Context: an optimization exercise on an open-source flow, tuned for small area. The choices shown serve that exercise and are no tape-out recipe.
In this exercise RTL edits were held to simulation tests only and were not proved equivalent to the original.
Power is estimated from default activity; no workload was simulated.

`flow/standard.sh`:
```
#!/bin/bash
# synth_recipe.tcl (not shown) runs the flow's synth.tcl, then flattens the netlist and writes it again
# the make line also repeats each setting of config.mk as NAME=value (left out here)
make -C /OpenROAD-flow-scripts/flow DESIGN_CONFIG=/design/flow/config.mk WORK_HOME=/design/flow/orfs CLKGATE_MAP_FILE= SYNTH_SCRIPT=/design/flow/synth_recipe.tcl "${@:-finish}"
```
`flow/design.v`:
```
package eth_tx_pkg;
    localparam logic [47:0] board_mac       = 48'h00_11_22_33_44_55;
    localparam logic [31:0] board_ip        = {8'd192, 8'd168, 8'd1, 8'd10};
    localparam logic [47:0] default_des_mac = 48'hff_ff_ff_ff_ff_ff;   
    localparam logic [31:0] default_des_ip  = {8'd192, 8'd168, 8'd1, 8'd102};
    localparam logic [15:0] board_port      = 16'd1234;
    localparam logic [15:0] des_port        = 16'd5678;
    localparam logic [15:0] ip_ethertype    = 16'h0800;
    localparam logic [15:0] arp_ethertype   = 16'h0806;
    localparam logic [15:0] arp_htype       = 16'h0001;
    localparam logic [15:0] arp_hlen_plen   = 16'h0604;
    localparam logic [15:0] ip_ver_tos      = 16'h4500;
    localparam logic [7:0]  ip_ttl          = 8'h80;
    localparam logic [7:0]  ip_proto_udp    = 8'd17;
    localparam logic [15:0] ip_flags_df     = 16'h4000;
    localparam logic [31:0] crc_poly        = 32'hedb8_8320;  
    localparam logic [16:0] csum_raw        = {1'b0, ip_ver_tos} + {1'b0, ip_flags_df} +
                                              {1'b0, ip_ttl, ip_proto_udp} +
                                              {1'b0, board_ip[31:16]} + {1'b0, board_ip[15:0]};
    localparam logic [15:0] csum_const      = csum_raw[15:0] + {15'd0, csum_raw[16]};
endpackage
`timescale 1ns/10ps
import eth_tx_pkg::*;
module crc32_gen
(
    input  logic        clk,
    input  logic        en,
    input  logic [7:0]  data,
    output logic [31:0] crc_reg
);
    logic [43:0] t;
    logic [31:0] tab;
    assign t[7:0] = (crc_reg[7:0] ^ data) & {8{en}};
    assign t[8] = t[0] ^ t[5];
    assign t[9] = t[1] ^ t[7];
    assign t[10] = t[3] ^ t[6];
    assign t[11] = t[2] ^ t[10];
    assign t[12] = t[4] ^ t[7];
    assign t[13] = t[6] ^ t[8];
    assign t[14] = t[0] ^ t[4];
    assign t[15] = t[1] ^ t[2];
    assign t[16] = t[1] ^ t[8];
    assign t[17] = t[3] ^ t[4];
    assign t[18] = t[6] ^ t[9];
    assign t[19] = t[2] ^ t[3];
    assign t[20] = t[4] ^ t[13];
    assign t[21] = t[5] ^ t[11];
    assign t[22] = t[10] ^ t[12];
    assign t[23] = t[2] ^ t[12];
    assign t[24] = t[9] ^ t[17];
    assign t[25] = t[0] ^ t[3];
    assign t[26] = t[1] ^ t[14];
    assign t[27] = t[5] ^ t[15];
    assign t[28] = t[0] ^ t[11];
    assign t[29] = t[4] ^ t[5];
    assign t[30] = t[6] ^ t[15];
    assign t[31] = t[7] ^ t[19];
    assign t[32] = t[14] ^ t[19];
    assign t[33] = t[16] ^ t[17];
    assign t[34] = t[15] ^ t[20];
    assign t[35] = t[9] ^ t[21];
    assign t[36] = t[5] ^ t[23];
    assign t[37] = t[8] ^ t[23];
    assign t[38] = t[11] ^ t[16];
    assign t[39] = t[9] ^ t[11];
    assign t[40] = t[39] ^ t[14];
    assign t[41] = t[5] ^ t[24];
    assign t[42] = t[9] ^ t[13];
    assign t[43] = t[0] ^ t[18];
    assign tab[0] = t[2];
    assign tab[1] = t[25];
    assign tab[2] = t[26];
    assign tab[3] = t[27];
    assign tab[4] = t[28];
    assign tab[5] = t[24];
    assign tab[6] = t[29];
    assign tab[7] = t[13];
    assign tab[8] = t[18];
    assign tab[9] = t[7];
    assign tab[10] = t[2];
    assign tab[11] = t[3];
    assign tab[12] = t[14];
    assign tab[13] = t[16];
    assign tab[14] = t[30];
    assign tab[15] = t[31];
    assign tab[16] = t[32];
    assign tab[17] = t[33];
    assign tab[18] = t[34];
    assign tab[19] = t[35];
    assign tab[20] = t[22];
    assign tab[21] = t[36];
    assign tab[22] = t[21];
    assign tab[23] = t[22];
    assign tab[24] = t[37];
    assign tab[25] = t[38];
    assign tab[26] = t[40];
    assign tab[27] = t[41];
    assign tab[28] = t[20];
    assign tab[29] = t[42];
    assign tab[30] = t[43];
    assign tab[31] = t[9];
    always_ff @(posedge clk) begin
        crc_reg <= ({8'h00, crc_reg[31:8]} ^ tab) | {{8{!en}}, 24'd0};
    end
endmodule
`timescale 1ns/10ps
import eth_tx_pkg::*;
module eth_tx_top
(
    input  logic        clk,
    input  logic        rst_n,
    input  logic        tx_start,
    input  logic [1:0]  tx_kind,
    input  logic        arp_op,
    input  logic [47:0] des_mac,
    input  logic [31:0] des_ip,
    input  logic [15:0] payload_len,
    input  logic [7:0]  payload_data,
    output logic        rdy,
    output logic [1:0]  busy_kind,
    output logic        payload_req,
    output logic        gmii_tx_en,
    output logic [7:0]  gmii_txd
);
    logic [6:0]  k;
    logic        idle;
    logic        accept;
    logic        is_udp;
    logic        arp_op_r;
    logic        mac_nz, ip_nz;
    logic        use_dflt;
    logic [7:0]  ring [10];      
    logic [7:0]  tap0;
    logic [7:0]  dflt;
    logic [10:0] rem;            
    logic        more;
    logic        req_d;
    logic [15:0] ip_ident;
    logic [10:0] body_len;
    logic [10:0] len_sum;
    logic [7:0]  acc_hi, acc_lo;
    logic        acc_c;
    logic [8:0]  acc_sum;
    logic        csum_win;
    logic [7:0]  var_byte;
    logic [7:0]  hdr;
    logic [7:0]  fb;
    logic [7:0]  txd_r;
    logic [31:0] crc;
    logic        crc_en;
    assign idle      = (k == 7'd0);
    assign accept    = idle && tx_start && tx_kind[0];
    assign rdy       = !tx_start && idle;
    assign busy_kind = idle ? 2'd0 : {is_udp, 1'b1};
    assign more      = is_udp && (rem != 11'd0);
    always_ff @(posedge clk) begin
        if (!rst_n) begin
            k <= 7'd0;
        end else if (idle) begin
            k <= {6'd0, accept};
        end else if (k == 7'd86) begin
            k <= 7'd0;
        end else if (!(k == 7'd68 && more)) begin
            k <= k + 7'd1;
        end
    end
    logic [7:0] ld [10];
    assign ld[0] = des_mac[31:24];
    assign ld[1] = des_mac[23:16];
    assign ld[2] = des_mac[15:8];
    assign ld[3] = des_mac[7:0];
    assign ld[4] = des_ip[31:24];
    assign ld[5] = des_ip[23:16];
    assign ld[6] = des_ip[15:8];
    assign ld[7] = des_ip[7:0];
    assign ld[8] = des_mac[47:40];
    assign ld[9] = des_mac[39:32];
    always_ff @(posedge clk) begin
        is_udp   <= (tx_kind[1] && accept) || (is_udp && !idle);
        arp_op_r <= (arp_op && accept) || (arp_op_r && !idle);
    end
    always_ff @(posedge clk) begin
        for (int i = 0; i < 9; i++) ring[i] <= (ld[i] & {8{accept}}) | (ring[i + 1] & {8{!idle}});
        ring[9] <= (ld[9] & {8{accept}}) | (tap0 & {8{!idle}});
    end
    always_ff @(posedge clk) begin
        if (idle) begin
            mac_nz <= 1'b0;
            ip_nz  <= 1'b0;
        end else begin
            if ((ring[0] != 8'd0 && k >= 7'd1 && k <= 7'd4) ||
                (ring[8] != 8'd0 && k >= 7'd1 && k <= 7'd2))
                mac_nz <= 1'b1;
            if (ring[0] != 8'd0 && k >= 7'd5 && k <= 7'd8)
                ip_nz <= 1'b1;
        end
    end
    always_comb begin
        case (k)
            7'd15:   dflt = default_des_ip[31:24];
            7'd16:   dflt = default_des_ip[23:16];
            7'd17:   dflt = default_des_ip[15:8];
            7'd18:   dflt = default_des_ip[7:0];
            default: dflt = 8'hff;
        endcase
    end
    assign use_dflt = !(mac_nz && ip_nz) && (k >= 7'd9) && (k <= 7'd18);
    assign tap0     = use_dflt ? dflt : ring[0];
    always_ff @(posedge clk) begin
        rem <= (payload_len[10:0] & {11{accept}}) | ((rem - {10'd0, payload_req}) & {11{!idle}});
    end
    assign payload_req = more && (k >= 7'd50) && (k <= 7'd68);
    always_ff @(posedge clk) begin
        req_d <= payload_req;
    end
    logic       short_len, add20, lc3, lc4, lc5;
    assign short_len = (rem[10:5] == 6'd0) && !(rem[4] && (rem[3] || rem[2] || rem[1]));
    assign body_len  = short_len ? 11'd18 : rem;
    assign add20       = !k[5];
    assign len_sum[1:0] = body_len[1:0];
    assign len_sum[2]   = body_len[2] ^ add20;
    assign lc3          = body_len[2] && add20;
    assign len_sum[3]   = !(body_len[3] ^ lc3);
    assign lc4          = body_len[3] || lc3;
    assign len_sum[4]   = body_len[4] ^ add20 ^ lc4;
    assign lc5          = (body_len[4] && add20) || (body_len[4] && lc4) || (add20 && lc4);
    assign len_sum[10:5] = body_len[10:5] + {5'd0, lc5};
    always_ff @(posedge clk) begin
        if (!rst_n) begin
            ip_ident <= 16'd0;
        end else if (k == 7'd70 && is_udp) begin
            ip_ident <= ip_ident + 16'd1;
        end
    end
    logic s_tap0, s_lenh, s_lenl, s_idh, s_idl, s_acc, s_r6, s_r8;
    assign s_tap0 = (k >= 7'd9) && (k <= 7'd18);
    assign s_lenh = is_udp && (k == 7'd25 || k == 7'd47);
    assign s_lenl = is_udp && (k == 7'd26 || k == 7'd48);
    assign s_idh  = is_udp && (k == 7'd27);
    assign s_idl  = is_udp && (k == 7'd28);
    assign s_acc  = is_udp && (k == 7'd33 || k == 7'd34);
    assign s_r6   = is_udp && (k >= 7'd39) && (k <= 7'd42);
    assign s_r8   = !is_udp && (k >= 7'd41) && (k <= 7'd50);
    assign var_byte = ({8{s_tap0}} & tap0) |
                      ({8{s_lenh}} & {5'd0, len_sum[10:8]}) |
                      ({8{s_lenl}} & len_sum[7:0]) |
                      ({8{s_idh}}  & ip_ident[15:8]) |
                      ({8{s_idl}}  & ip_ident[7:0]) |
                      ({8{s_acc}}  & ~acc_hi) |
                      ({8{s_r6}}   & ring[6]) |
                      ({8{s_r8}}   & ring[8]);
    assign csum_win = (k >= 7'd15 && k <= 7'd18) || (k >= 7'd25 && k <= 7'd28);
    assign acc_sum  = {1'b0, acc_hi} + {1'b0, var_byte & {8{csum_win}}} + {8'd0, acc_c};
    always_ff @(posedge clk) begin
        acc_hi <= acc_lo;
        if (k == 7'd0) begin
            acc_lo <= csum_const[7:0];
            acc_c  <= 1'b0;
        end else if (k == 7'd1) begin
            acc_lo <= csum_const[15:8];
            acc_c  <= 1'b0;
        end else begin
            acc_lo <= acc_sum[7:0];
            acc_c  <= acc_sum[8];
        end
    end
    logic [7:0] cb;
    always_comb begin
        cb = 8'h00;
        case (k)
            7'd1, 7'd2, 7'd3, 7'd4, 7'd5, 7'd6, 7'd7: cb = 8'h55;
            7'd8:  cb = 8'hd5;
            7'd15: cb = board_mac[47:40];
            7'd16: cb = board_mac[39:32];
            7'd17: cb = board_mac[31:24];
            7'd18: cb = board_mac[23:16];
            7'd19: cb = board_mac[15:8];
            7'd20: cb = board_mac[7:0];
            7'd21: cb = 8'h08;
            7'd22: cb = is_udp ? 8'h00 : 8'h06;
            default: begin
                if (is_udp) begin
                    case (k)
                        7'd23: cb = ip_ver_tos[15:8];
                        7'd24: cb = ip_ver_tos[7:0];
                        7'd29: cb = ip_flags_df[15:8];
                        7'd30: cb = ip_flags_df[7:0];
                        7'd31: cb = ip_ttl;
                        7'd32: cb = ip_proto_udp;
                        7'd35: cb = board_ip[31:24];
                        7'd36: cb = board_ip[23:16];
                        7'd37: cb = board_ip[15:8];
                        7'd38: cb = board_ip[7:0];
                        7'd43: cb = board_port[15:8];
                        7'd44: cb = board_port[7:0];
                        7'd45: cb = des_port[15:8];
                        7'd46: cb = des_port[7:0];
                        default: cb = 8'h00;
                    endcase
                end else begin
                    case (k)
                        7'd23: cb = arp_htype[15:8];
                        7'd24: cb = arp_htype[7:0];
                        7'd25: cb = ip_ethertype[15:8];
                        7'd26: cb = ip_ethertype[7:0];
                        7'd27: cb = arp_hlen_plen[15:8];
                        7'd28: cb = arp_hlen_plen[7:0];
                        7'd29: cb = 8'h00;
                        7'd30: cb = arp_op_r ? 8'h02 : 8'h01;
                        7'd31: cb = board_mac[47:40];
                        7'd32: cb = board_mac[39:32];
                        7'd33: cb = board_mac[31:24];
                        7'd34: cb = board_mac[23:16];
                        7'd35: cb = board_mac[15:8];
                        7'd36: cb = board_mac[7:0];
                        7'd37: cb = board_ip[31:24];
                        7'd38: cb = board_ip[23:16];
                        7'd39: cb = board_ip[15:8];
                        7'd40: cb = board_ip[7:0];
                        default: cb = 8'h00;
                    endcase
                end
            end
        endcase
    end
    assign hdr = cb | (var_byte & {8{!(k >= 7'd15 && k <= 7'd18)}});
    always_ff @(posedge clk) begin
        fb <= hdr | (payload_data & {8{req_d}});
    end
    assign crc_en = (k >= 7'd10) && (k <= 7'd69);
    crc32_gen u_crc (
        .clk     (clk),
        .en      (crc_en),
        .data    (fb),
        .crc_reg (crc)
    );
    always_ff @(posedge clk) begin
        txd_r <= fb | (~crc[7:0] & {8{k >= 7'd70 && k <= 7'd73}});
    end
    assign gmii_tx_en = (k >= 7'd3) && (k <= 7'd74);
    assign gmii_txd   = gmii_tx_en ? txd_r : 8'h00;
endmodule
```
`flow/constraint.sdc`:
```
create_clock -name core_clock -period 5.0 [get_ports {clk}]
set_input_delay 1.0000 -clock core_clock [delete_from_list [all_inputs] [get_ports {clk}]]
set_output_delay 1.0000 -clock core_clock [all_outputs]
set_load 0.01 [all_outputs]
```
`flow/config.mk`:
```
export PLATFORM = sky130hd
export DESIGN_NAME = eth_tx_top
export DESIGN_NICKNAME = eth_tx_top
export VERILOG_FILES = /design/flow/design.v
export SDC_FILE = /design/flow/constraint.sdc
export NUM_CORES = 4
export LEC_CHECK = 0
export CAP_MARGIN = 0
export CORE_MARGIN = 2
export CORE_UTILIZATION = 40
export GPL_TIMING_DRIVEN = 0
export SLEW_MARGIN = 0
```
`flow/flow/run.sh`:
```
#!/bin/bash
# The standard layout, with the port buffers as buf_1 and a clock tree of clkbuf_8
# without dummy loads; make's full output goes to standard_flow.log here
set -euo pipefail
export BUFFER_PORTS_ARGS="-buffer_cell sky130_fd_sc_hd__buf_1"
export CTS_ARGS="-sink_clustering_enable -repair_clock_nets -dont_use_dummy_load -buf_list sky130_fd_sc_hd__clkbuf_8"
bash standard.sh > standard_flow.log 2>&1
```
==> results.json, run 1 <==
{
  "run_status": "finished clean",
  "synth_cell_type_count": 81,
  "synthArstFlopShare": 0,
  "min-delay-path-class": "reg -> reg",
  "ctsLongestPathBuffers": 2,
  "grt_pass1_wl_mm": 41.32,
  "crit_path_end_kind": "flip-flop",
  "initial_utilization": 0.4037,
  "seqCellArea_um2": 3692,
  "drtAntennaViolNets": 0,
  "leakagePower_nw": 3.617,
  "cts.sinks": 184,
  "die_w_um": 151.7,
  "synth_compound_area_frac": 0.2218,
  "chipHeight_um": 151.7,
  "drive_above_1_share": 0.06574,
  "fp-row-count": 54,
  "synth_seq_cells": 184,
  "ir_worst_vdd_v": 0.0001688,
  "drtIter0Drc": 672,
  "finalCritPeriodShare": 0.9519,
  "cts-htree-levels": 4,
  "crit_required_ps": 5300,
  "vias": 7583,
  "core_region_area_um2": 21620,
  "syn_inst": 945,
  "synthesis.area_um2": 8728,
  "cts_tree": "done",
  "hpwl_mm": 20.74,
  "fin_crit_ps": 4759,
  "yosysSeqAreaShare": 0.4220,
  "synth-adder-area-share": 0.03698,
  "fin_ws_ps": 240.5,
  "hold_buffers": 0,
  "ioPinCount": 123,
  "max_cap_viol_count": 0,
  "synth_simple_gate_area_frac": 0.1752,
  "fmax_mhz": 210.1,
  "syn_avg_cell_area_um2": 9.236,
  "fin_worst_skew_ps": 60.96,
  "ys.flop_type": "dfxtp_1",
  "gp_congestion": 0.9583,
  "power_density_nw_per_um2": 267.4,
  "setup_viol": 0,
  "cts_root_buf": "clkbuf_8",
  "path_clk_slew_ps": 80,
  "yosys_warnings": 4,
  "crit_type": "reg -> reg",
  "largest_reg_flops": 80,
  "antenna_cells": 0,
  "synth_top_family_by_area": "compound AO/OA/AOI/OAI gates",
  "wirelength_mm": 26.99,
  "cp.arrival_ps": 5060,
  "grt_pass1_vias": 7124,
  "synth_xor_area_frac": 0.09977,
  "routed_via_density": 5.576,
  "fill_cells": 2190,
  "slew-limit-headroom": 0.2027,
  "synth-edff-count": 0,
  "ys_top_cells_by_area": "dfxtp_1, a22o_1, xnor2_1, nand2_1, xor2_1",
  "cp-start-kind": "flip-flop",
  "clk_latency_ps": 470,
  "p_total_mw": 2.634,
  "grt_start_max_net_pins": 23,
  "slowest_stage": "a222oi_1",
  "synth_top_area_cell": "dfxtp_1",
  "hold_violations": 0,
  "dr.pass1.iters": 5,
  "slew_violations": 0,
  "overflow": 0,
  "yosys.area.top_type_share": 0.4220,
  "max_stage_delay_ps": 480,
  "synthMuxAreaShare": 0.005877,
  "io_buffer_count": 117,
  "nNetsFinal": 1216,
  "routedWlPerCell_um": 19.84,
  "post-route-drc-count": 0,
  "area_growth_pct": 12.86,
  "antenna_found_initial": 0,
  "path_cells": "clkbuf_2 -> inv_1 -> ha_1 -> buf_2 -> or4_4 -> a22o_1 -> and2_1 -> buf_2 -> a222oi_1 -> nor4b_4 -> or2_1 -> fa_2 -> fa_1 -> nor2b_1 -> o21ai_1 -> a21boi_1 -> o21ai_1 -> a21boi_1 -> o31a_1",
  "tightest_slew_ps": 1185,
  "grt_use_total": 0.2378,
  "die_area_um2": 23020,
  "synth_nets": 1079,
  "cp_max_fo": 10,
  "multiInputGateArea_um2": 4775,
  "place_ws_ps": -580.4,
  "cts-buffers-inserted": 17
}
layout by cell type (no fill, tap or decap), drive strengths merged, types with 10 or more instances in the layout:
cell,netlist,routed
dfxtp,184,184
buf,24,145
nand2,83,83
a22o,75,75
nor2,65,65
xnor2,61,61
clkbuf,34,48
o21ai,45,45
xor2,35,35
a21oi,30,30
and2,22,22
nand3,22,22
ha,21,21
nor3,21,21
inv,21,20
nor2b,17,17
o21bai,13,13
and3,11,11
nor4,11,11
a22oi,10,10
synth_stat cells, types with 4 or more instances:
master / n
clkbuf_1: 34
a22oi_1: 10
a32oi_1: 4
o21bai_1: 13
xor2_1: 35
a221o_1: 6
buf_1: 4
ha_1: 21
o2bb2ai_1: 6
nand2b_1: 6
and3_1: 11
nand4_1: 9
nor2b_1: 17
buf_2: 19
nor3_1: 19
o22ai_1: 6
dfxtp_1: 184
nor2_1: 65
a211oi_1: 4
a22o_1: 75
a21boi_0: 6
mux2i_1: 4
or3_1: 7
o21a_1: 7
inv_1: 21
nor4_1: 10
a21oi_1: 30
xnor2_1: 60
o21ai_0: 44
a221oi_1: 4
nand2_1: 83
and2_1: 22
nand3_1: 21
power breakdown:
group	switching, mW	leakage, nW	internal [mW]
clock	0.463	0.122	0.302
combinational	0.181	1.99	0.127
sequential	0.0390	1.50	1.52
total	0.682	3.62	1.95
per-stage QoR:
step           hold WS (ps)  cell area [um^2]  setup TNS [ps]    util  instances
6_report              301.2              9851               0  0.4556       1360
5_1_grt               303.6              9851          -6.660  0.4556       1360
4_1_cts               304.3              9824               0  0.4544       1361
3_5_place_dp          313.5              9518           -1878  0.4402       1342
3_3_place_gp          311.1              9518           -1872  0.4402       1342
2_1_floorplan         309.6              8728               0       -        945
critical path: cells and delay by family (launching register included):
| kind | cells | cell delay [ps] |
|---|---|---|
| flip-flops | 1 | 450 |
| AND/OR/NAND/NOR | 5 | 1160 |
| adder cells (fa/ha/maj) | 3 | 620 |
| AO/OA/AOI/OAI | 7 | 1560 |
| buffers and inverters | 4 | 830 |
cell families (layout without fill, tap and decap cells):
kind of cell    count (synthesis)  after routing
simple gates                  297            297
compound gates                257            257
flops                         184            184
xor+xnor                       97             97
buf+inv                        81            216
fa+ha+maj                      24             24
mux                             5              5
worst paths after layout:
kind	depth (start not counted)	slack [ps]	start	endpoint
setup / recovery	19	240	k[1]	acc_c
hold / removal	0	300	acc_lo[7]	acc_hi[7]
setup reg to reg	19	240	k[1]	acc_c
hold reg to reg	0	300	acc_lo[7]	acc_hi[7]
metal layers:
layer / GRT usage / part of all wire / up-vias
li1: - / - / 3645
met1: 0.3485 / 0.47 / 3647
met2: 0.3394 / 0.44 / 255
met3: 0.06198 / 0.069 / 36
met4: 0.07361 / 0.023 / 0
met5: 0 / 0 / -
cell type report:
class / count / share of cell area
multi-input combinational: 680 / 0.4847
clock buffer: 17 / 0.02375
buffer: 55 / 0.02439
inverter: 23 / 0.009145
timing repair buffer: 121 / 0.04763
tap: 280 / 0.03556
sequential: 184 / 0.3748
timing repair:
item,4_1_cts,5_1_grt
resized for setup,10,14
buffers inserted,2,2
hold endpoints to repair,0,0
pin swaps,4,11
endpoints found under the setup margin,5,4
==> inputs of run 2 (changes only) <==
--- a/flow/config.mk
+++ b/flow/config.mk
@@ -8,5 +8,5 @@
 export CAP_MARGIN = 0
 export CORE_MARGIN = 2
 export CORE_UTILIZATION = 40
-export GPL_TIMING_DRIVEN = 0
+export CTS_BUF_LIST = sky130_fd_sc_hd__clkbuf_4
 export SLEW_MARGIN = 0
==> run 2 against run 1 <==
Net effect: power fell by 0.28%; critical path type unchanged; flip-flop and latch count did not move; core utilization fell by 0.33 points; first-iteration DRC count fell by 4.2%; routed wire length fell by 5.9%; sequential power barely moved; hold slack improved by 12 ps; cell count fell by 2.1%; clock skew fell by 14 ps.
==> results.json, run 2 <==
{
  "grt_use_total": 0.2201,
  "stdcell_area_um2": 9779,
  "synth_seq_cells": 184,
  "wirelength_mm": 25.41,
  "leakagePower_nw": 3.599,
  "tightest_slew_ps": 1126,
  "crit_type": "reg -> reg",
  "vias": 7427,
  "grt_start_max_net_pins": 68,
  "crit_path_end_kind": "flip-flop",
  "cts-buffers-inserted": 17,
  "synthesis.area_um2": 8728,
  "yosysMostFrequentCell": "dfxtp_1",
  "dpl_cell_area_um2": 9508,
  "clk_latency_ps": 470,
  "antenna_cells": 0,
  "tns_ps": 0,
  "syn_avg_cell_area_um2": 9.236,
  "ir_worst_vdd_v": 0.0001421,
  "synthArstFlopShare": 0,
  "yosysSeqAreaShare": 0.4220,
  "run_status": "finished clean",
  "largest_reg_flops": 80,
  "yosys_warnings": 4,
  "cts-htree-levels": 4,
  "fp-row-count": 54,
  "die_area_um2": 23020,
  "syn_inst": 945,
  "grt_pass1_wl_mm": 38.76,
  "cts.sinks": 184,
  "post-place-cells": 1314,
  "whs_ps": 313.7,
  "max_cap_viol_count": 0,
  "grt_pass1_vias": 7029,
  "fmax_mhz": 217.4,
  "dr.pass1.iters": 6,
  "antenna_found_initial": 0,
  "post-route-drc-count": 0,
  "slew_violations": 0,
  "path_clk_slew_ps": 100,
  "yosys.area.top_type_share": 0.4220,
  "r2r_cells": 22,
  "gp_congestion": 0.9619,
  "nNetsFinal": 1187,
  "cts_root_buf": "clkbuf_8",
  "synth_commonest_cells": "dfxtp_1, nand2_1, a22o_1, nor2_1, xnor2_1",
  "io_buffer_count": 117,
  "hold_buffers": 0,
  "die_w_um": 151.7,
  "finalCritPeriodShare": 0.9198,
  "slew-limit-headroom": 0.2424,
  "synth_top_area_cell": "dfxtp_1",
  "initial_utilization": 0.4037,
  "chipHeight_um": 151.7,
  "min-delay-path-class": "reg -> reg",
  "power_density_nw_per_um2": 268.5,
  "cp-start-kind": "flip-flop",
  "synth-edff-count": 0,
  "overflow": 0,
  "setup_viol": 0,
  "routedWlPerCell_um": 19.09,
  "fin_crit_ps": 4599,
  "core_region_area_um2": 21620,
  "hpwl_mm": 19.02,
  "routed_via_density": 5.580,
  "synth_cell_type_count": 81,
  "drive_above_1_share": 0.06470,
  "layout_commonest_cell": "dfxtp_1",
  "synth_nets": 1079,
  "crit_required_ps": 5340,
  "ioPinCount": 123,
  "area_growth_pct": 12.04,
  "cp_max_fo": 7,
  "ys_top_cells_by_area": "dfxtp_1, a22o_1, xnor2_1, nand2_1, xor2_1",
  "layout_common_cells": "dfxtp_1, buf_1, nand2_1",
  "final_cells": 1331,
  "drtAntennaViolNets": 0,
  "drtIter0Drc": 644,
  "ys.flop_type": "dfxtp_1",
  "cts_tree": "done",
  "cp.arrival_ps": 4940,
  "hold_depth": 0,
  "hold_violations": 0,
  "ctsLongestPathBuffers": 2,
  "fin_worst_skew_ps": 46.95
}
==> run 2: changes by cell type in the layout (fill, tap and decap cells not counted), sizes merged <==
cell      delta
clkinvlp     -1
inv          +2
clkbuf      -31
clkinv       -1
buf          +2
==> run 2: layout make-up <==
cell class | count | area [um^2]
Tap cell | 280 | 350.3
Fill cell | 2151 | 11840
Sequential cell | 184 | 3684
Inverter | 23 | 86.33
Multi-Input combinational cell | 680 | 4748
Timing Repair Buffer | 147 | 676.9
Clock buffer | 17 | 234.0
==> run 2: path summary, 6_finish.rpt <==
kind | startpoint | endpoint | slack, ps
setup reg to reg | rem[6] | acc_c | 400
hold / removal | acc_lo[3] | acc_hi[3] | 310
hold reg to reg | acc_lo[3] | acc_hi[3] | 310
setup / recovery | rem[6] | acc_c | 400
==> run 2: what timing repair did <==
action	CTS	global route
endpoints found under the setup margin	0	3
setup buffers	0	0
resized for setup	0	7
==> run 2: per-stage QoR <==
stage               power, mW  setup slack (ps)  utilization
floorplan               1.783             549.2            -
global placement        1.888             233.3       0.4398
detailed placement      1.890             44.34       0.4398
CTS                     2.646             11.36       0.4506
global route            2.734            -23.36       0.4523
finish                  2.626             400.9       0.4523
==> run 2: cells by family (layout without fill, tap and decap cells) <==
group | after synthesis | count (layout) | synth area share
buffers and inverters | 81 | 187 | 0.03842
XOR/XNOR | 97 | 97 | 0.09977
AND/OR/NAND/NOR | 297 | 297 | 0.1752
multiplexers | 5 | 5 | 0.005877
flip-flops | 184 | 184 | 0.4220
AO/OA/AOI/OAI | 257 | 257 | 0.2218
adder cells (fa/ha/maj) | 24 | 24 | 0.03698
==> run 2: layer usage <==
| metal | vias up | track usage | part of all wire |
|---|---|---|---|
| met5 | - | 0 | 0 |
| met4 | 0 | 0.07917 | 0.029 |
| met3 | 55 | 0.03922 | 0.066 |
| met2 | 286 | 0.3477 | 0.46 |
| met1 | 3485 | 0.3018 | 0.44 |
| li1 | 3601 | - | - |
==> run 2: where the power goes <==
part / internal [mW] / switching (mW) / total (mW)
clock network: 0.301 / 0.462 / 0.763
logic: 0.129 / 0.172 / 0.302
registers: 1.52 / 0.0397 / 1.56
total: 1.95 / 0.674 / 2.63
==> run 2: critical path: stages (launching register included) <==
cell and delay [ps]:
dfxtp_1 410, nor4_4 340, nand2_1 120, o21a_1 190
ha_1 180, inv_1 50, ha_1 140, fa_1 160
inv_1 40, ha_1 200, and3_1 200, xor2_1 140
a222oi_1 410, nor4b_4 340, or2_1 160, fa_1 200
fa_1 190, nor2b_1 60, o21ai_0 250, a21boi_1 130
o21ai_0 220, a21boi_1 120, o31a_1 240
==> inputs of run 3 (changes only) <==
==> flow/flow/run.sh (replaced) <==
#!/bin/bash
# Synthesis as the standard one but with an area-oriented abc script (flow/area.abc),
# then the standard layout with buf_1 port buffers and a clkbuf_8 clock tree without
# dummy loads. Each make run's full output goes to its own log here.
set -euo pipefail
W=$PWD
export FLOW_ABC_SCRIPT=$W/flow/area.abc
make -C "$FLOW_HOME" DESIGN_CONFIG=$W/config.mk WORK_HOME=$W/orfs CLKGATE_MAP_FILE= \
  SYNTH_SCRIPT=$W/flow/synth_area.tcl synth > synth_flow.log 2>&1
export BUFFER_PORTS_ARGS="-buffer_cell sky130_fd_sc_hd__buf_1"
export CTS_ARGS="-sink_clustering_enable -repair_clock_nets -dont_use_dummy_load -buf_list sky130_fd_sc_hd__clkbuf_8"
bash standard.sh > standard_flow.log 2>&1
==> flow/flow/area.abc (new file) <==
strash
&get -n
&fraig -x
&put
scorr
dc2
balance
rewrite
refactor
balance
rewrite
rewrite -z
balance
refactor -z
rewrite -z
balance
strash
&get -n
&dch -f
&nf -R 1000 -p
&put
==> flow/flow/synth_area.tcl (new file) <==
# synth_recipe.tcl with one change: abc maps the combinational logic with flow/area.abc
# (an area-recovering script) in place of ORFS's speed script. Registers are untouched.
proc synth {args} { yosys synth -nofsm -noshare {*}$args }
proc abc {args} {
  set i [lsearch -exact $args -script]
  if { $i >= 0 } {
    set args [lreplace $args [expr {$i + 1}] [expr {$i + 1}] $::env(FLOW_ABC_SCRIPT)]
  }
  yosys abc {*}$args
}
source $::env(SCRIPTS_DIR)/synth.tcl
# left out here: clear keep_hierarchy, flatten, clean up, hide names made inside functions, write 1_2_yosys.v
--- a/flow/config.mk
+++ b/flow/config.mk
@@ -8,5 +8,4 @@
 export CAP_MARGIN = 0
 export CORE_MARGIN = 2
 export CORE_UTILIZATION = 40
-export CTS_BUF_LIST = sky130_fd_sc_hd__clkbuf_4
 export SLEW_MARGIN = 0
==> run 3 against run 2 <==
Net effect: synthesized cell count down 12%; design area is 4.6% lower; cell count is 4.0% lower; synthesized area decreased by 9.8%; first-iteration DRC count is 20% lower; core utilization rose by 2.9 points; count of clock-buffer cells in the layout did not move; critical path depth grew 8; largest cell class unchanged; still clean.
==> results.json, run 3 <==
{
  "run_status": "finished clean",
  "synthesis.area_um2": 7876,
  "slowest_stage": "or3_4",
  "die_w_um": 144.3,
  "cts.sinks": 184,
  "whs_ps": 328.3,
  "place_ws_ps": -56.01,
  "fin_worst_skew_ps": 38.16,
  "final_cells": 1278,
  "crit_type": "reg -> reg",
  "area_growth_pct": 18.46,
  "max_cap_viol_count": 0,
  "wirelength_mm": 23.10,
  "leakagePower_nw": 3.443,
  "layout_common_cells": "dfxtp_1, buf_1, nand2_1",
  "power_density_nw_per_um2": 273.1,
  "crit_path_end_kind": "flip-flop",
  "synth_cell_type_count": 49,
  "hold_violations": 0,
  "synth_seq_cells": 184,
  "crit_required_ps": 5370,
  "fmax_mhz": 209.5,
  "cts-buffers-inserted": 17,
  "drtIter0Drc": 513,
  "nNetsFinal": 1149,
  "syn_avg_cell_area_um2": 9.421,
  "die_area_um2": 20830,
  "p_total_mw": 2.548,
  "post-route-drc-count": 0,
  "core_region_area_um2": 19400,
  "antenna_cells": 0,
  "ir_worst_vdd_v": 0.0001751,
  "slew-limit-headroom": 0.3896,
  "cts_root_buf": "clkbuf_8",
  "stdcell_area_um2": 9330,
  "dr_wl_met2_mm": 10.46,
  "vias": 7090,
  "drive_above_1_share": 0.08687,
  "initial_utilization": 0.4060,
  "synthArstFlopShare": 0,
  "ioPinCount": 123,
  "path_clk_slew_ps": 80,
  "setup_viol": 0,
  "highest_layer": "met4",
  "cp_max_fo": 3,
  "layout_commonest_cell": "dfxtp_1",
  "tns_ps": 0,
  "max_stage_delay_ps": 400,
  "post-place-cells": 1256,
  "grt_use_total": 0.2226,
  "ys.flop_type": "dfxtp_1",
  "yosys.area.top_type_share": 0.4677,
  "cts_tree": "done",
  "grt_start_max_net_pins": 70,
  "grt_pass1_vias": 6598,
  "yosys_warnings": 4,
  "overflow": 0,
  "hpwl_mm": 17.39,
  "yosysSeqAreaShare": 0.4677,
  "m1WireLength_mm": 10.71,
  "synth-edff-count": 0,
  "cts-htree-levels": 4,
  "synth_top_area_cell": "dfxtp_1",
  "fin_crit_ps": 4772,
  "fin_util": 0.4810,
  "clk_latency_ps": 470,
  "io_buffer_count": 117,
  "fp-row-count": 51,
  "dpl_cell_area_um2": 8954,
  "antenna_found_initial": 0,
  "routedWlPerCell_um": 18.08,
  "cp-start-kind": "flip-flop",
  "drtAntennaViolNets": 0,
  "min-delay-path-class": "reg -> reg",
  "syn_inst": 836,
  "ctsLongestPathBuffers": 2,
  "gp_congestion": 0.9630,
  "routed_via_density": 5.548,
  "finalCritPeriodShare": 0.9544,
  "fin_ws_ps": 227.8,
  "cp.arrival_ps": 5140,
  "ys_top_cells_by_area": "dfxtp_1, a22o_1, xnor2_1, o21ai_0, nand2_1",
  "largest_reg_flops": 80,
  "dr.pass1.iters": 7,
  "chipHeight_um": 144.3,
  "slew_violations": 0,
  "synth_nets": 970,
  "synth_commonest_cells": "dfxtp_1, nand2_1, a22o_1, nor2_1, o21ai_0",
  "wl_met3_mm": 1.474,
  "yosysMostFrequentCell": "dfxtp_1",
  "grt_pass1_wl_mm": 35.60,
  "tightest_slew_ps": 915.6
}
## run 3: cell families after synthesis
logic type,count (synthesis),synth area share
compound gates,276,0.2427
xor+xnor,72,0.08006
mux,1,0.001271
fa+ha+maj,24,0.04098
buf+inv,19,0.009055
simple gates,260,0.1582
flops,184,0.4677
## run 3: timing repair
action,4_1_cts,5_1_grt
endpoints found under the hold margin,0,0
setup endpoints to repair,1,3
pin swaps,0,17
buffers inserted,0,5
resized for setup,2,34
hold buffers,0,0
## run 3: area by class of cell
class | count | area, um^2
timing repair buffer | 162 | 789.5
multi-input combinational | 633 | 4227
clock buffer | 17 | 234.0
inverter | 17 | 63.81
sequential | 184 | 3685
fill | 1943 | 10070
tap | 265 | 331.6
## run 3: final timing paths
check                   end  cells past startpoint  slack [ps]      start
hold / removal    acc_hi[5]                      0         330  acc_lo[5]
setup reg to reg  acc_lo[7]                     30         230     rem[8]
setup / recovery  acc_lo[7]                     30         230     rem[8]
hold reg to reg   acc_hi[5]                      0         330  acc_lo[5]
## run 3: power by group
group	total (mW)	internal, mW	switching [mW]
Combinational	0.233	0.102	0.131
Sequential	1.56	1.52	0.0355
Clock	0.757	0.301	0.456
Total	2.55	1.93	0.623
## run 3: layer usage
layer | GRT usage | vias to the layer above
met5 | 0 | -
met4 | 0.07052 | 0
met3 | 0.05298 | 35
met2 | 0.3445 | 257
met1 | 0.3072 | 3361
li1 | - | 3437
## run 3: worst max-delay path, delay by kind of cell, from the launching register on
family,cells,cell delay [ps]
and+or+nand+nor,12,1850
AOI/OAI and AO/OA,8,1120
buffers and inverters,3,130
DFF,1,330
xor gates and xnor gates,1,150
adders and majority gates,6,1110
==> inputs of run 4 (changes only) <==
--- a/flow/config.mk
+++ b/flow/config.mk
@@ -8,4 +8,5 @@
 export CAP_MARGIN = 0
 export CORE_MARGIN = 2
 export CORE_UTILIZATION = 40
+export GPL_TIMING_DRIVEN = 0
 export SLEW_MARGIN = 0
==> run 4 against run 3 <==
Net effect: design area is 1.4% lower; maximum frequency is 0.89% lower; still clean on timing, DRC and antenna; global-route usage is 0.71 points lower; critical path type unchanged.
==> results.json, run 4 <==
{
  "run_status": "finished clean",
  "ctsLongestPathBuffers": 2,
  "die_area_um2": 20830,
  "fin_worst_skew_ps": 32.37,
  "synth_simple_gate_area_frac": 0.1582,
  "io_buffer_count": 117,
  "slew-limit-headroom": 0.3544,
  "crit_type": "reg -> reg",
  "nNetsFinal": 1117,
  "fmax_mhz": 207.7,
  "drtAntennaViolNets": 0,
  "max_cap_viol_count": 0,
  "hold_violations": 0,
  "ioPinCount": 123,
  "area_growth_pct": 16.74,
  "stdcell_area_um2": 9195,
  "yosys.area.top_type_share": 0.4677,
  "synthMuxAreaShare": 0.001271,
  "slew_violations": 0,
  "cts-buffers-inserted": 17,
  "cp-start-kind": "flip-flop",
  "layout_commonest_cell": "dfxtp_1",
  "vias": 6921,
  "rsz0062_at_grt": "true",
  "leakagePower_nw": 3.290,
  "dpl_cell_area_um2": 8711,
  "cp.arrival_ps": 5160,
  "tightest_slew_ps": 967.1,
  "tns_ps": 0,
  "slowest_stage": "or3_4",
  "wirelength_mm": 22.46,
  "hpwl_mm": 16.81,
  "multiInputGateArea_um2": 4310,
  "die_w_um": 144.3,
  "path_clk_slew_ps": 100,
  "yosysSeqAreaShare": 0.4677,
  "crit_required_ps": 5340,
  "seqCellArea_um2": 3692,
  "cts.sinks": 184,
  "synth_seq_cells": 184,
  "overflow": 0,
  "synth-edff-count": 0,
  "fp-row-count": 51,
  "drtIter0Drc": 762,
  "cts_root_buf": "clkbuf_8",
  "grt_pass1_wl_mm": 34.44,
  "p_total_mw": 2.550,
  "power_density_nw_per_um2": 277.3,
  "ys_top_cells_by_area": "dfxtp_1, a22o_1, xnor2_1, o21ai_0, nand2_1",
  "layout_common_cells": "dfxtp_1, buf_1, nand2_1",
  "finalCritPeriodShare": 0.9630,
  "cp_max_fo": 4,
  "largest_reg_flops": 80,
  "grt_start_max_net_pins": 50,
  "cts-htree-levels": 4,
  "grt_pass1_vias": 6520,
  "synth_xor_area_frac": 0.08006,
  "dr.pass1.iters": 5,
  "grt_use_total": 0.2155,
  "yosys_warnings": 4,
  "cts_tree": "done",
  "synthesis.area_um2": 7876,
  "ys.flop_type": "dfxtp_1",
  "synth_top_area_cell": "dfxtp_1",
  "gp_congestion": 0.9719,
  "fin_crit_ps": 4815,
  "setup_viol": 0,
  "synth_cell_type_count": 49,
  "synthArstFlopShare": 0,
  "routedWlPerCell_um": 18.02,
  "chipHeight_um": 144.3,
  "ir_worst_vdd_v": 0.0001458,
  "max_stage_delay_ps": 420,
  "min-delay-path-class": "reg -> reg",
  "fill_cells": 1937,
  "post-route-drc-count": 0,
  "antenna_cells": 0,
  "antenna_found_initial": 0,
  "synth_commonest_cells": "dfxtp_1, nand2_1, a22o_1, nor2_1, o21ai_0",
  "drive_above_1_share": 0.07034,
  "yosysMostFrequentCell": "dfxtp_1",
  "core_region_area_um2": 19400,
  "routed_via_density": 5.555,
  "synth_top_family_by_area": "compound AO/OA/AOI/OAI gates",
  "crit_path_end_kind": "flip-flop",
  "clk_latency_ps": 480,
  "synth-adder-area-share": 0.04098,
  "syn_avg_cell_area_um2": 9.421,
  "initial_utilization": 0.4060,
  "synth_compound_area_frac": 0.2427,
  "synth_nets": 970,
  "syn_inst": 836
}
[run 4: timing repair]
action	4_1_cts	5_1_grt
gates resized for setup	15	42
setup endpoints to repair	4	4
endpoints found under the hold margin	0	0
hold buffers	0	0
pin swaps	3	17
setup buffers	3	5
[run 4: logic make-up (layout without fill, tap and decap cells)]
logic type | after synthesis | in the layout
adder cells (fa/ha/maj) | 24 | 24
buffers and inverters | 19 | 164
flip-flops | 184 | 184
multiplexers | 1 | 1
AO/OA/AOI/OAI | 276 | 276
XOR/XNOR | 72 | 72
AND/OR/NAND/NOR | 260 | 260
[run 4: final timing paths]
check | from | to | slack (ps) | depth (start not counted)
worst max register to register | rem[6] | acc_c | 180 | 27
worst min register to register | acc_lo[1] | acc_hi[1] | 330 | 0
worst max-delay path | rem[6] | acc_c | 180 | 27
worst min-delay path | acc_lo[1] | acc_hi[1] | 330 | 0
[run 4: power by group]
part	leakage, nW	internal (mW)	switching (mW)	total [mW]
logic	1.67	0.101	0.126	0.227
clock network	0.122	0.301	0.461	0.762
registers	1.50	1.52	0.0394	1.56
[run 4: cell type report]
cell class	instances	share of cell area
buffer	2	0.0008164
clock buffer	17	0.02545
inverter	17	0.007076
multi-input combinational	633	0.4688
sequential	184	0.4016
tap	265	0.03606
timing repair buffer	128	0.06028
[run 4: per-stage QoR]
step                hold slack, ps  setup WS, ps    util  std cells
floorplan                    309.6         306.2       -        836
global placement             310.1         -2125  0.4458       1218
detailed placement           315.7        -404.1  0.4490       1221
CTS                          330.0         7.578  0.4648       1241
global route                 338.6        -79.19  0.4740       1246
finish                       327.3         184.9  0.4740       1246
[run 4: worst max-delay path: cells and delay by family, from the launching register on]
family                   cells  cell delay [ps]
adder cells (fa/ha/maj)      6             1110
buffers and inverters        2              100
AO/OA/AOI/OAI                8             1460
flip-flops                   1              370
AND/OR/NAND/NOR             11             1660
[run 4: layer usage]
layer  part of all wire  up-vias  global-route usage
met5                  0        -                   0
met4              0.023        0             0.08227
met3              0.077       38             0.05762
met2               0.44      283              0.3240
met1               0.45     3236              0.2958
li1                   -     3364                   -
==> inputs of run 5 (changes only) <==
==> flow/flow/run.sh (replaced) <==
#!/bin/bash
# Synthesis as the standard one but with an area-oriented abc script (flow/area.abc),
# then the standard layout with buf_1 port buffers and a clkbuf_8 clock tree without
# dummy loads; global placement keeps no resizer changes. Each make run's full output goes to its own log here.
set -euo pipefail
W=$PWD
export FLOW_ABC_SCRIPT=$W/flow/area.abc
make -C "$FLOW_HOME" DESIGN_CONFIG=$W/config.mk WORK_HOME=$W/orfs CLKGATE_MAP_FILE= \
  SYNTH_SCRIPT=$W/flow/synth_area.tcl synth > synth_flow.log 2>&1
export BUFFER_PORTS_ARGS="-buffer_cell sky130_fd_sc_hd__buf_1"
export GPL_KEEP_OVERFLOW=0
export CTS_ARGS="-sink_clustering_enable -repair_clock_nets -dont_use_dummy_load -buf_list sky130_fd_sc_hd__clkbuf_8"
bash standard.sh > standard_flow.log 2>&1
--- a/flow/config.mk
+++ b/flow/config.mk
@@ -8,5 +8,4 @@
 export CAP_MARGIN = 0
 export CORE_MARGIN = 2
 export CORE_UTILIZATION = 40
-export GPL_TIMING_DRIVEN = 0
 export SLEW_MARGIN = 0
==> run 5 against run 4 <==
Net effect: still clean on timing, DRC and antenna; flip-flop and latch count is the same; sequential share of layout area up 0.13 points; register-to-register slack improved by 40 ps; maximum frequency grew 0.83%; power fell by 0.29%; routed wire length about the same; non-clock buffer count down 1; design area is 0.31% lower; via count up 0.65%; global-route usage fell by 0.12 points; synthesized area unchanged; critical path type unchanged.
==> results.json, run 5 <==
{
  "run_status": "finished clean",
  "path_clk_slew_ps": 80,
  "clk_latency_ps": 470,
  "finalCritPeriodShare": 0.9551,
  "area_growth_pct": 16.38,
  "rr_startpoint": "rem[6]",
  "grt_start_max_net_pins": 50,
  "post-route-drc-count": 0,
  "die_w_um": 144.3,
  "min-delay-path-class": "reg -> reg",
  "hold_end": "acc_hi[5]",
  "worstHoldStart": "acc_lo[5]",
  "synth_top_area_cell": "dfxtp_1",
  "hpwl_mm": 16.71,
  "core_region_area_um2": 19400,
  "yosys.area.top_type_share": 0.4677,
  "final_cells": 1245,
  "yosys_warnings": 4,
  "setup_viol": 0,
  "max_cap_viol_count": 0,
  "nNetsFinal": 1116,
  "synth_cell_type_count": 49,
  "slew_violations": 0,
  "dr.pass1.iters": 7,
  "whs_ps": 330.4,
  "synth-edff-count": 0,
  "largest_reg_flops": 80,
  "cp_max_fo": 7,
  "slowest_stage": "or3_4",
  "yosysSeqAreaShare": 0.4677,
  "swShare": 0.2437,
  "seqCellArea_um2": 3692,
  "synth_seq_cells": 184,
  "fin_worst_skew_ps": 36.36,
  "io_buffer_count": 117,
  "cts_tree": "done",
  "power_switching_mw": 0.6197,
  "synth_nets": 970,
  "drtAntennaViolNets": 0,
  "power_frac_comb": 0.089,
  "cts_root_buf": "clkbuf_8",
  "crit_path_end_kind": "flip-flop",
  "antenna_found_initial": 0,
  "antenna_cells": 0,
  "pwr-share-seq": 0.614,
  "grt_pass1_wl_mm": 34.11,
  "cp.arrival_ps": 5160,
  "ioPinCount": 123,
  "layout_commonest_cell": "dfxtp_1",
  "cts.sinks": 184,
  "fin_crit_ps": 4775,
  "gp_congestion": 0.9401,
  "multiInputGateArea_um2": 4282,
  "slew-limit-headroom": 0.3819,
  "fill_cells": 1932,
  "routedWlPerCell_um": 18.04,
  "layout_common_cells": "dfxtp_1, buf_1, nand2_1",
  "chipHeight_um": 144.3,
  "crit_required_ps": 5380,
  "ctsLongestPathBuffers": 2,
  "fp-row-count": 51,
  "routed_via_density": 5.595,
  "max_stage_delay_ps": 410,
  "vias": 6966,
  "cp-start-kind": "flip-flop",
  "post-place-cells": 1219,
  "hold_buffers": 0,
  "drtIter0Drc": 571,
  "p_int_mw": 1.923,
  "grt_pass1_vias": 6316,
  "cts-htree-levels": 4,
  "initial_utilization": 0.4060,
  "wirelength_mm": 22.46,
  "p_clk_frac": 0.297,
  "drive_above_1_share": 0.06633,
  "crit_type": "reg -> reg",
  "ys.flop_type": "dfxtp_1",
  "die_area_um2": 20830,
  "power_density_nw_per_um2": 277.4,
  "ir_worst_vdd_v": 0.0001655,
  "leakagePower_nw": 3.281,
  "rr_endpoint": "acc_lo[7]",
  "yosysMostFrequentCell": "dfxtp_1",
  "cts-buffers-inserted": 17,
  "synthesis.area_um2": 7876,
  "hold_violations": 0,
  "synth_commonest_cells": "dfxtp_1, nand2_1, a22o_1, nor2_1, o21ai_0",
  "ys_top_cells_by_area": "dfxtp_1, a22o_1, xnor2_1, o21ai_0, nand2_1",
  "grt_use_total": 0.2144,
  "hold_depth": 0,
  "overflow": 0,
  "fmax_mhz": 209.4,
  "ff2ff_setup_slack_ps": 220,
  "syn_inst": 836,
  "tightest_slew_ps": 925.9,
  "r2r_cells": 30,
  "syn_avg_cell_area_um2": 9.421,
  "synthArstFlopShare": 0
}
## run 5: cell types whose count changed in the layout (fill, tap and decap cells not counted), sizes merged
cell / change
inv: -1
buf: -1
clkinv: +1
## run 5: logic make-up after synthesis
group / share of synthesized area
adders and majority gates: 0.04098
buffers and inverters: 0.009055
AOI/OAI and AO/OA: 0.2427
xor gates and xnor gates: 0.08006
and+or+nand+nor: 0.1582
muxes: 0.001271
DFF: 0.4677
## run 5: area by class of cell
cell class / instances / area share
Multi-Input combinational cell: 633 / 0.4671
Sequential cell: 184 / 0.4028
Timing Repair Buffer: 129 / 0.06129
Tap cell: 265 / 0.03617
Clock buffer: 17 / 0.02553
Inverter: 17 / 0.007098
## run 5: metrics by stage
stage	instance area (um^2)	TNS (ps)	setup WS, ps	util	power [mW]
3_3_place_gp	8640	-122220	-2187	0.4454	1.798
3_5_place_dp	8703	-590.2	-248.9	0.4487	1.802
4_1_cts	8977	-43.80	-43.80	0.4628	2.560
5_1_grt	9166	-103.7	-54.37	0.4725	2.652
6_report	9166	0	224.7	0.4725	2.543
2_1_floorplan	7876	0	306.2	-	1.707
## run 5: worst max-delay path, delay by kind of cell, from the launching register on
family | cells | cell delay [ps]
compound gates | 8 | 1140
xor+xnor | 1 | 160
fa+ha+maj | 6 | 1050
buf+inv | 3 | 130
flops | 1 | 370
simple gates | 12 | 1810
## run 5: worst max-delay path by stage
stage / start / endpoint
6_report: rem[6] / acc_lo[7]
4_1_cts: rem[7] / acc_lo[7]
3_5_place_dp: rem[7] / acc_lo[7]
5_1_grt: rem[6] / acc_lo[7]
2_1_floorplan: rem[7] / acc_lo[7]
3_3_place_gp: k[3] / busy_kind[1]
## run 5: power groups by stage
stage          sequential, mW  clock (mW)  combinational (mW)
5_1_grt                  1.57       0.836               0.248
2_1_floorplan            1.58           0               0.128
4_1_cts                  1.56       0.785               0.214
3_3_place_gp             1.59           0               0.205
6_report                 1.56       0.755               0.225
3_5_place_dp             1.59           0               0.209
## run 5: what timing repair did
action | in CTS | in global routing
endpoints found under the setup margin | 3 | 4
gates resized for setup | 9 | 39
pin swaps | 1 | 18
buffers inserted | 1 | 8
endpoints found under the hold margin | 0 | 0
## run 5: metal layers
| metal | global-route usage | part of all wire | vias to the layer above |
|---|---|---|---|
| li1 | - | - | 3367 |
| met1 | 0.2892 | 0.44 | 3255 |
| met3 | 0.05596 | 0.077 | 46 |
| met2 | 0.3260 | 0.45 | 298 |
| met5 | 0 | 0 | - |
| met4 | 0.08840 | 0.030 | 0 |
==> inputs of run 6 (changes only) <==
--- a/flow/design.v
+++ b/flow/design.v
@@ -157,10 +157,10 @@
         if (!rst_n) begin
             k <= 7'd0;
         end else if (idle) begin
-            k <= {6'd0, accept};
-        end else if (k == 7'd86) begin
+            k <= accept ? 7'd22 : 7'd0;
+        end else if (k == 7'd107) begin
             k <= 7'd0;
-        end else if (!(k == 7'd68 && more)) begin
+        end else if (!(k == 7'd89 && more)) begin
             k <= k + 7'd1;
         end
     end
@@ -188,35 +188,35 @@
             mac_nz <= 1'b0;
             ip_nz  <= 1'b0;
         end else begin
-            if ((ring[0] != 8'd0 && k >= 7'd1 && k <= 7'd4) ||
-                (ring[8] != 8'd0 && k >= 7'd1 && k <= 7'd2))
+            if ((ring[0] != 8'd0 && k >= 7'd22 && k <= 7'd25) ||
+                (ring[8] != 8'd0 && k >= 7'd22 && k <= 7'd23))
                 mac_nz <= 1'b1;
-            if (ring[0] != 8'd0 && k >= 7'd5 && k <= 7'd8)
+            if (ring[0] != 8'd0 && k >= 7'd26 && k <= 7'd29)
                 ip_nz <= 1'b1;
         end
     end
     always_comb begin
         case (k)
-            7'd15:   dflt = default_des_ip[31:24];
-            7'd16:   dflt = default_des_ip[23:16];
-            7'd17:   dflt = default_des_ip[15:8];
-            7'd18:   dflt = default_des_ip[7:0];
+            7'd36:   dflt = default_des_ip[31:24];
+            7'd37:   dflt = default_des_ip[23:16];
+            7'd38:   dflt = default_des_ip[15:8];
+            7'd39:   dflt = default_des_ip[7:0];
             default: dflt = 8'hff;
         endcase
     end
-    assign use_dflt = !(mac_nz && ip_nz) && (k >= 7'd9) && (k <= 7'd18);
+    assign use_dflt = !(mac_nz && ip_nz) && (k >= 7'd30) && (k <= 7'd39);
     assign tap0     = use_dflt ? dflt : ring[0];
     always_ff @(posedge clk) begin
         rem <= (payload_len[10:0] & {11{accept}}) | ((rem - {10'd0, payload_req}) & {11{!idle}});
     end
-    assign payload_req = more && (k >= 7'd50) && (k <= 7'd68);
+    assign payload_req = more && (k >= 7'd71) && (k <= 7'd89);
     always_ff @(posedge clk) begin
         req_d <= payload_req;
     end
     logic       short_len, add20, lc3, lc4, lc5;
     assign short_len = (rem[10:5] == 6'd0) && !(rem[4] && (rem[3] || rem[2] || rem[1]));
     assign body_len  = short_len ? 11'd18 : rem;
-    assign add20       = !k[5];
+    assign add20       = k[1];
     assign len_sum[1:0] = body_len[1:0];
     assign len_sum[2]   = body_len[2] ^ add20;
     assign lc3          = body_len[2] && add20;
@@ -228,19 +228,19 @@
     always_ff @(posedge clk) begin
         if (!rst_n) begin
             ip_ident <= 16'd0;
-        end else if (k == 7'd70 && is_udp) begin
+        end else if (k == 7'd91 && is_udp) begin
             ip_ident <= ip_ident + 16'd1;
         end
     end
     logic s_tap0, s_lenh, s_lenl, s_idh, s_idl, s_acc, s_r6, s_r8;
-    assign s_tap0 = (k >= 7'd9) && (k <= 7'd18);
-    assign s_lenh = is_udp && (k == 7'd25 || k == 7'd47);
-    assign s_lenl = is_udp && (k == 7'd26 || k == 7'd48);
-    assign s_idh  = is_udp && (k == 7'd27);
-    assign s_idl  = is_udp && (k == 7'd28);
-    assign s_acc  = is_udp && (k == 7'd33 || k == 7'd34);
-    assign s_r6   = is_udp && (k >= 7'd39) && (k <= 7'd42);
-    assign s_r8   = !is_udp && (k >= 7'd41) && (k <= 7'd50);
+    assign s_tap0 = (k >= 7'd30) && (k <= 7'd39);
+    assign s_lenh = is_udp && (k == 7'd46 || k == 7'd68);
+    assign s_lenl = is_udp && (k == 7'd47 || k == 7'd69);
+    assign s_idh  = is_udp && (k == 7'd48);
+    assign s_idl  = is_udp && (k == 7'd49);
+    assign s_acc  = is_udp && (k == 7'd54 || k == 7'd55);
+    assign s_r6   = is_udp && (k >= 7'd60) && (k <= 7'd63);
+    assign s_r8   = !is_udp && (k >= 7'd62) && (k <= 7'd71);
     assign var_byte = ({8{s_tap0}} & tap0) |
                       ({8{s_lenh}} & {5'd0, len_sum[10:8]}) |
                       ({8{s_lenl}} & len_sum[7:0]) |
@@ -249,14 +249,14 @@
                       ({8{s_acc}}  & ~acc_hi) |
                       ({8{s_r6}}   & ring[6]) |
                       ({8{s_r8}}   & ring[8]);
-    assign csum_win = (k >= 7'd15 && k <= 7'd18) || (k >= 7'd25 && k <= 7'd28);
+    assign csum_win = (k >= 7'd36);
     assign acc_sum  = {1'b0, acc_hi} + {1'b0, var_byte & {8{csum_win}}} + {8'd0, acc_c};
     always_ff @(posedge clk) begin
         acc_hi <= acc_lo;
         if (k == 7'd0) begin
             acc_lo <= csum_const[7:0];
             acc_c  <= 1'b0;
-        end else if (k == 7'd1) begin
+        end else if (k == 7'd22) begin
             acc_lo <= csum_const[15:8];
             acc_c  <= 1'b0;
         end else begin
@@ -268,75 +268,75 @@
     always_comb begin
         cb = 8'h00;
         case (k)
-            7'd1, 7'd2, 7'd3, 7'd4, 7'd5, 7'd6, 7'd7: cb = 8'h55;
-            7'd8:  cb = 8'hd5;
-            7'd15: cb = board_mac[47:40];
-            7'd16: cb = board_mac[39:32];
-            7'd17: cb = board_mac[31:24];
-            7'd18: cb = board_mac[23:16];
-            7'd19: cb = board_mac[15:8];
-            7'd20: cb = board_mac[7:0];
-            7'd21: cb = 8'h08;
-            7'd22: cb = is_udp ? 8'h00 : 8'h06;
+            7'd22, 7'd23, 7'd24, 7'd25, 7'd26, 7'd27, 7'd28: cb = 8'h55;
+            7'd29:  cb = 8'hd5;
+            7'd36: cb = board_mac[47:40];
+            7'd37: cb = board_mac[39:32];
+            7'd38: cb = board_mac[31:24];
+            7'd39: cb = board_mac[23:16];
+            7'd40: cb = board_mac[15:8];
+            7'd41: cb = board_mac[7:0];
+            7'd42: cb = 8'h08;
+            7'd43: cb = is_udp ? 8'h00 : 8'h06;
             default: begin
                 if (is_udp) begin
                     case (k)
-                        7'd23: cb = ip_ver_tos[15:8];
-                        7'd24: cb = ip_ver_tos[7:0];
-                        7'd29: cb = ip_flags_df[15:8];
-                        7'd30: cb = ip_flags_df[7:0];
-                        7'd31: cb = ip_ttl;
-                        7'd32: cb = ip_proto_udp;
-                        7'd35: cb = board_ip[31:24];
-                        7'd36: cb = board_ip[23:16];
-                        7'd37: cb = board_ip[15:8];
-                        7'd38: cb = board_ip[7:0];
-                        7'd43: cb = board_port[15:8];
-                        7'd44: cb = board_port[7:0];
-                        7'd45: cb = des_port[15:8];
-                        7'd46: cb = des_port[7:0];
+                        7'd44: cb = ip_ver_tos[15:8];
+                        7'd45: cb = ip_ver_tos[7:0];
+                        7'd50: cb = ip_flags_df[15:8];
+                        7'd51: cb = ip_flags_df[7:0];
+                        7'd52: cb = ip_ttl;
+                        7'd53: cb = ip_proto_udp;
+                        7'd56: cb = board_ip[31:24];
+                        7'd57: cb = board_ip[23:16];
+                        7'd58: cb = board_ip[15:8];
+                        7'd59: cb = board_ip[7:0];
+                        7'd64: cb = board_port[15:8];
+                        7'd65: cb = board_port[7:0];
+                        7'd66: cb = des_port[15:8];
+                        7'd67: cb = des_port[7:0];
                         default: cb = 8'h00;
                     endcase
                 end else begin
                     case (k)
-                        7'd23: cb = arp_htype[15:8];
-                        7'd24: cb = arp_htype[7:0];
-                        7'd25: cb = ip_ethertype[15:8];
-                        7'd26: cb = ip_ethertype[7:0];
-                        7'd27: cb = arp_hlen_plen[15:8];
-                        7'd28: cb = arp_hlen_plen[7:0];
-                        7'd29: cb = 8'h00;
-                        7'd30: cb = arp_op_r ? 8'h02 : 8'h01;
-                        7'd31: cb = board_mac[47:40];
-                        7'd32: cb = board_mac[39:32];
-                        7'd33: cb = board_mac[31:24];
-                        7'd34: cb = board_mac[23:16];
-                        7'd35: cb = board_mac[15:8];
-                        7'd36: cb = board_mac[7:0];
-                        7'd37: cb = board_ip[31:24];
-                        7'd38: cb = board_ip[23:16];
-                        7'd39: cb = board_ip[15:8];
-                        7'd40: cb = board_ip[7:0];
+                        7'd44: cb = arp_htype[15:8];
+                        7'd45: cb = arp_htype[7:0];
+                        7'd46: cb = ip_ethertype[15:8];
+                        7'd47: cb = ip_ethertype[7:0];
+                        7'd48: cb = arp_hlen_plen[15:8];
+                        7'd49: cb = arp_hlen_plen[7:0];
+                        7'd50: cb = 8'h00;
+                        7'd51: cb = arp_op_r ? 8'h02 : 8'h01;
+                        7'd52: cb = board_mac[47:40];
+                        7'd53: cb = board_mac[39:32];
+                        7'd54: cb = board_mac[31:24];
+                        7'd55: cb = board_mac[23:16];
+                        7'd56: cb = board_mac[15:8];
+                        7'd57: cb = board_mac[7:0];
+                        7'd58: cb = board_ip[31:24];
+                        7'd59: cb = board_ip[23:16];
+                        7'd60: cb = board_ip[15:8];
+                        7'd61: cb = board_ip[7:0];
                         default: cb = 8'h00;
                     endcase
                 end
             end
         endcase
     end
-    assign hdr = cb | (var_byte & {8{!(k >= 7'd15 && k <= 7'd18)}});
-    always_ff @(posedge clk) begin
-        fb <= hdr | (payload_data & {8{req_d}});
-    end
-    assign crc_en = (k >= 7'd10) && (k <= 7'd69);
+    assign hdr = cb | (var_byte & {8{!(k >= 7'd36 && k <= 7'd39)}});
+    logic [7:0] fb_d;
+    assign fb_d   = hdr | (payload_data & {8{req_d}}) | (~crc[7:0] & {8{k >= 7'd90 && k <= 7'd93}});
+    assign crc_en = (k >= 7'd30) && (k <= 7'd89);
     crc32_gen u_crc (
         .clk     (clk),
         .en      (crc_en),
-        .data    (fb),
+        .data    (fb_d),
         .crc_reg (crc)
     );
     always_ff @(posedge clk) begin
-        txd_r <= fb | (~crc[7:0] & {8{k >= 7'd70 && k <= 7'd73}});
+        fb    <= fb_d;
+        txd_r <= fb;
     end
-    assign gmii_tx_en = (k >= 7'd3) && (k <= 7'd74);
+    assign gmii_tx_en = (k >= 7'd24) && (k <= 7'd95);
     assign gmii_txd   = gmii_tx_en ? txd_r : 8'h00;
 endmodule
==> run 6 against run 5 <==
Net effect: still clean on timing, DRC and antenna; core utilization is 1.4 points higher; design area is 0.18% higher; register-to-register slack worse by 30 ps; hold slack worse by 3.9 ps; setup slack worse by 27 ps; critical path depth stayed put; clock power is 1% higher; critical endpoint unchanged.
==> results.json, run 6 <==
{
  "synth_top_family_by_area": "compound AO/OA/AOI/OAI gates",
  "ir_worst_vdd_v": 0.0001799,
  "crit_path_end_kind": "flip-flop",
  "synth_seq_cells": 184,
  "cp_max_fo": 3,
  "synth_cell_type_count": 54,
  "cts-htree-levels": 4,
  "cp.arrival_ps": 5190,
  "core_region_area_um2": 18890,
  "largest_reg_flops": 80,
  "p_clk_frac": 0.203,
  "drive_above_1_share": 0.08557,
  "gp_congestion": 0.9434,
  "synth_xor_area_frac": 0.08007,
  "nNetsFinal": 1103,
  "grt_use_total": 0.2136,
  "initial_utilization": 0.4111,
  "power_density_nw_per_um2": 409.4,
  "area_growth_pct": 18.24,
  "yosys_warnings": 4,
  "rsz0062_at_grt": "true",
  "run_status": "finished clean",
  "hold_violations": 0,
  "leakagePower_nw": 3.272,
  "cts_root_buf": "clkbuf_8",
  "slowest_stage": "dfxtp_4",
  "fmax_mhz": 208.2,
  "tightest_slew_ps": 1373,
  "vias": 6790,
  "swShare": 0.3445,
  "synth_simple_gate_area_frac": 0.1680,
  "fin_worst_skew_ps": 40.36,
  "cts-buffers-inserted": 17,
  "synthesis.area_um2": 7766,
  "final_cells": 1230,
  "hpwl_mm": 15.85,
  "multiInputGateArea_um2": 4257,
  "slew_violations": 0,
  "cp-start-kind": "flip-flop",
  "synthArstFlopShare": 0,
  "overflow": 0,
  "tns_ps": 0,
  "crit_type": "reg -> reg",
  "syn_inst": 819,
  "grt_pass1_wl_mm": 33.88,
  "grt_pass1_vias": 6352,
  "path_clk_slew_ps": 90,
  "whs_ps": 326.5,
  "synth-adder-area-share": 0.03673,
  "post-route-drc-count": 0,
  "slew-limit-headroom": 0.07484,
  "antenna_cells": 0,
  "ctsLongestPathBuffers": 2,
  "yosysMostFrequentCell": "dfxtp_1",
  "fp-row-count": 50,
  "synth-edff-count": 0,
  "finalCritPeriodShare": 0.9604,
  "yosys.area.top_type_share": 0.4743,
  "p_total_mw": 3.759,
  "synth_top_area_cell": "dfxtp_1",
  "routedWlPerCell_um": 17.90,
  "clk_latency_ps": 480,
  "synth_nets": 950,
  "io_buffer_count": 117,
  "layout_commonest_cell": "dfxtp_1",
  "chipHeight_um": 143.3,
  "fin_crit_ps": 4802,
  "power_switching_mw": 1.295,
  "yosysSeqAreaShare": 0.4743,
  "grt_start_max_net_pins": 85,
  "drtAntennaViolNets": 0,
  "critPathBufInv": 3,
  "seqCellArea_um2": 3694,
  "antenna_found_initial": 0,
  "drtIter0Drc": 540,
  "die_w_um": 143.3,
  "synth_commonest_cells": "dfxtp_1, a22o_1, nand2_1, nor2_1, o21ai_0",
  "hold_buffers": 0,
  "max_stage_delay_ps": 370,
  "synth_compound_area_frac": 0.2289,
  "synthMuxAreaShare": 0.002739,
  "wirelength_mm": 22.02,
  "pwr-share-seq": 0.522,
  "post-place-cells": 1198,
  "cts.sinks": 184,
  "syn_avg_cell_area_um2": 9.483,
  "crit_family": "simple AND/OR/NAND/NOR gates",
  "fill_cells": 1885,
  "setup_viol": 0,
  "ys_top_cells_by_area": "dfxtp_1, a22o_1, xnor2_1, o21ai_0, nand2_1",
  "crit_required_ps": 5390,
  "p_int_mw": 2.464,
  "ys.flop_type": "dfxtp_1",
  "layout_common_cells": "dfxtp_1, buf_1, a22o_1",
  "ioPinCount": 123,
  "routed_via_density": 5.520,
  "max_cap_viol_count": 0,
  "die_area_um2": 20550,
  "power_frac_comb": 0.275,
  "cts_tree": "done",
  "min-delay-path-class": "reg -> reg",
  "dr.pass1.iters": 9
}
## run 6: cell types whose count changed after synthesis, sizes merged, moves of 8 or more
cell    previous run  this run
o21bai            11         1
xor2              22        30
a21oi             47        37
o22ai              2        12
a22oi             15         2
xnor2             50        41
nand3             12        22
## run 6: final cells by class
cell class,instances,share of cell area
Multi-Input combinational cell,616,0.4636
Sequential cell,184,0.4022
Timing Repair Buffer,136,0.06609
Tap cell,260,0.03543
Clock buffer,17,0.02548
Inverter,17,0.007222
## run 6: routing by layer
layer	track usage	vias to the layer above	routed length [um]
li1	-	3297	-
met1	0.2866	3221	9871
met2	0.3500	239	10230
met3	0.04632	33	1494
met4	0.05573	0	415
met5	0	-	0
## run 6: worst paths after layout
path	end	from	slack (ps)	cells after the start
setup / recovery	acc_lo[7]	rem[6]	200	30
hold / removal	acc_hi[3]	acc_lo[3]	330	0
setup reg to reg	acc_lo[7]	rem[6]	200	30
hold reg to reg	acc_hi[3]	acc_lo[3]	330	0
## run 6: kinds of logic after synthesis
family | after synthesis
AND/OR/NAND/NOR | 270
flip-flops | 184
multiplexers | 2
buffers and inverters | 19
AO/OA/AOI/OAI | 252
adder cells (fa/ha/maj) | 21
XOR/XNOR | 71
## run 6: power groups by stage
stage               clock network, mW  registers, mW  logic (mW)
floorplan                           0           1.90       0.674
global placement                    0           1.97       0.966
detailed placement                  0           1.98       0.977
CTS                             0.789           1.95        1.01
global route                    0.845           1.99        1.14
finish                          0.763           1.96        1.03
## run 6: worst reg2reg max path: cells and delay by family, from the launching register on
family / cells / cell delay (ps)
AO/OA/AOI/OAI: 8 / 1160
XOR/XNOR: 1 / 180
adder cells (fa/ha/maj): 6 / 1300
buffers and inverters: 3 / 190
flip-flops: 1 / 370
AND/OR/NAND/NOR: 12 / 1530
## run 6: timing repair
item / in CTS / in global routing
setup endpoints to repair: 37 / 24
buffers inserted: 6 / 9
pin swaps: 5 / 11
resized for setup: 23 / 40
## run 6: per-stage QoR
| step | instance area, um^2 | util | worst slack [ps] |
|---|---|---|---|
| after floorplan | 7767 | - | 237.7 |
| after global placement | 8524 | 0.4512 | -1561 |
| after detailed placement | 8596 | 0.4550 | -1492 |
| after CTS | 8992 | 0.4760 | 4.687 |
| after global routing | 9183 | 0.4860 | -188.1 |
| final | 9183 | 0.4860 | 198.1 |

Check on run 6: ideal ports give 0.198 ns setup slack; a clkbuf_16 on the clock port and buf_2 on the inputs give 0.198 ns; moving port delays by the midpoint clock arrival (0.495 ns) as well gives 0.198 ns.
